Context: an optimization exercise on an open-source flow, tuned for small area and a short achievable clock period. The choices shown serve that exercise and are no tape-out recipe. The RTL was checked by simulation tests, not by an equivalence proof against the original design.

// fp_recip
module fp_recip
(
  input  logic        clk,
  input  logic        reset,
  input  logic        in_valid,
  input  logic [31:0] in_word,
  output logic        out_valid,
  output logic [31:0] out_word
);
For scale: about 320 flip-flops, ~50000 um2 of cells after synthesis.
==> flow/config.mk <==
export PLATFORM = sky130hd
export DESIGN_NAME = fp_recip
export DESIGN_NICKNAME = fp_recip
export VERILOG_FILES = /design/flow/design.v
export SDC_FILE = /design/flow/constraint.sdc
export NUM_CORES = 4
export LEC_CHECK = 0
export CAP_MARGIN = 20
export CORE_MARGIN = 2
export CORE_UTILIZATION = 60
export SLEW_MARGIN = 20
export SYNTH_HIERARCHICAL = 1
==> flow/constraint.sdc <==
create_clock -name core_clock -period 12.0 [get_ports {clk}]
set_input_delay 2.4000 -clock core_clock [delete_from_list [all_inputs] [get_ports {clk}]]
set_output_delay 2.4000 -clock core_clock [all_outputs]
set_load 0.01 [all_outputs]
standard.sh (not shown) runs the stock make flow with config.mk's settings and CLKGATE_MAP_FILE= SYNTH_SCRIPT=/design/flow/synth_recipe.tcl, a recipe that flattens the netlist after the stock synthesis.
==> flow/flow/run.sh <==
#!/bin/bash
export SETUP_SLACK_MARGIN=6
bash standard.sh > standard.log 2>&1
status=$?
exit $status
The starting point completed with no timing, DRC or antenna violations.
Next try:
--- a/flow/design.v
+++ b/flow/design.v
@@ -2472,49 +2472,47 @@
   wire yc324 = x13[28];
   wire ys325 = ~x13[29];
   wire yc325 = x13[29];
   wire ys326 = ~x13[30];
   wire yc326 = x13[30];
   wire [64:0] y_S = {1'b0, yc326, ys326, ys325, ys324, ys323, ys322, ys321, ys320, ys319, ys318, ys317, ys316, ys315, ys314, ys313, ys312, ys311, ys310, ys309, ys308, ys307, ys306, ys305, ys304, ys303, ys302, ys301, ys300, ys299, ys298, ys297, ys296, ys295, ys294, ys293, ys292, ys291, ys290, ys289, ys288, ys287, ys286, ys285, ys284, ys283, ys282, ys281, ys280, ys279, ys278, ys277, ys276, ys275, ys274, ys273, ys272, ys271, ys270, ys269, ys268, ys267, ys266, ys265, ys264};
   wire [64:0] y_C = {1'b0, 1'b0, yc325, yc324, yc323, yc322, yc321, yc320, yc319, yc318, yc317, yc316, yc315, yc314, yc313, yc312, yc311, yc310, yc309, yc308, yc307, yc306, yc305, yc304, yc303, yc302, yc301, yc300, yc299, yc298, yc297, yc296, yc295, yc294, yc293, yc292, yc291, yc290, yc289, yc288, yc287, yc286, yc285, yc284, yc283, yc282, yc281, yc280, yc279, yc278, yc277, yc276, yc275, yc274, yc273, yc272, yc271, yc270, yc269, yc268, yc267, yc266, yc265, yc264, (((yo3[0] & x13[0])) ^ yn3[0])};
-  logic [42:0] ylo;
-  logic [9:0]  yl;
-  assign ylo = {1'b0, y_S[41:0]} + {1'b0, y_C[41:0]};
-  assign yl  = ylo[41:32];
+  logic [53:0] ylo;
+  logic [20:0] yl;
+  assign ylo = {1'b0, y_S[52:0]} + {1'b0, y_C[52:0]};
+  assign yl  = ylo[52:32];
   logic        s4;
   logic [7:0]  eo4;
   logic        sub2_4;
   logic        sub3_4;
-  logic [22:0] yS4;
-  logic [22:0] yC4;
+  logic [11:0] yS4;
+  logic [11:0] yC4;
   logic        ycy4;
-  logic [9:0]  yl4;
+  logic [20:0] yl4;
   always_ff @(posedge clk) begin
     if (reset) out_valid <= 1'b0;
     else       out_valid <= v3;
     s4     <= s3;
     eo4    <= eo3;
     sub2_4 <= sub2_3;
     sub3_4 <= sub3_3;
-    yS4    <= y_S[64:42];
-    yC4    <= y_C[64:42];
-    ycy4   <= ylo[42];
+    yS4    <= y_S[64:53];
+    yC4    <= y_C[64:53];
+    ycy4   <= ylo[53];
     yl4    <= yl;
   end
-  logic [22:0] yh;     
+  logic [11:0] yh;     
+  logic [32:0] y;
   logic [22:0] mo;
-  logic        y9_4;
-  logic        ylsb4;
-  assign y9_4  = yl4[9];
-  assign ylsb4 = yl4[8] & (yl4[7:0] != 8'd0);
-  assign yh = yS4 + yC4 + {22'd0, ycy4};
+  assign yh = yS4 + yC4 + {11'd0, ycy4};
+  assign y  = {yh, yl4};
   always_comb begin
-    if (sub3_4)      mo = yh;
-    else if (sub2_4) mo = {yh[21:0], y9_4};
-    else             mo = {yh[20:0], y9_4, ylsb4};
+    if (sub3_4)      mo = y[32:10];
+    else if (sub2_4) mo = y[31:9];
+    else             mo = {y[30:9], y[8] & (y[7:0] != 8'd0)};
   end
   assign out_word = {s4, eo4, mo};
 endmodule
 module fp_recip_fa
 (
   input  logic a,
   input  logic b,
The changed run completed without violations.
Sequential share of layout area is lower by 0.31 points.
Setup slack is better by 0.062 ns.
Cell count grows slightly.
Hold slack barely changes.
Routed wire length went up by a few percent.
Cell area stays flat.
Global-route usage rises by 1.4 points.
Utilization is about the same.
Non-clock buffer count shrinks by 14.
Area after synthesis is about the same.

[what the ideal ports hide]
The flow's constraints put no driver on any port. The routed layouts listed below were extracted and timed again, unchanged, in two steps. Step 1: set_driving_cell puts a clkbuf_16 on clk and a buf_2 on each other input, an assumption about the parent block. Step 2 also shifts input and output timing later by t, the mid clock arrival at the registers, as if the neighbouring blocks saw the same clock. Slacks: no drivers / after step 1 / after step 2; pairs: no drivers / after step 1.
run | t, ns | slack for setup (ns) | cell pins on the clock port's net
the first run | 0.658 | 6.079 / 6.008 / 6.015 | 1
the second run | 0.638 | 6.141 / 6.136 / 5.784 | 1
After both steps every run listed still meets setup and hold. For the second run, which loses most, drivers alone change the setup slack by -0.005 ns; drivers and shift together by -0.357 ns.
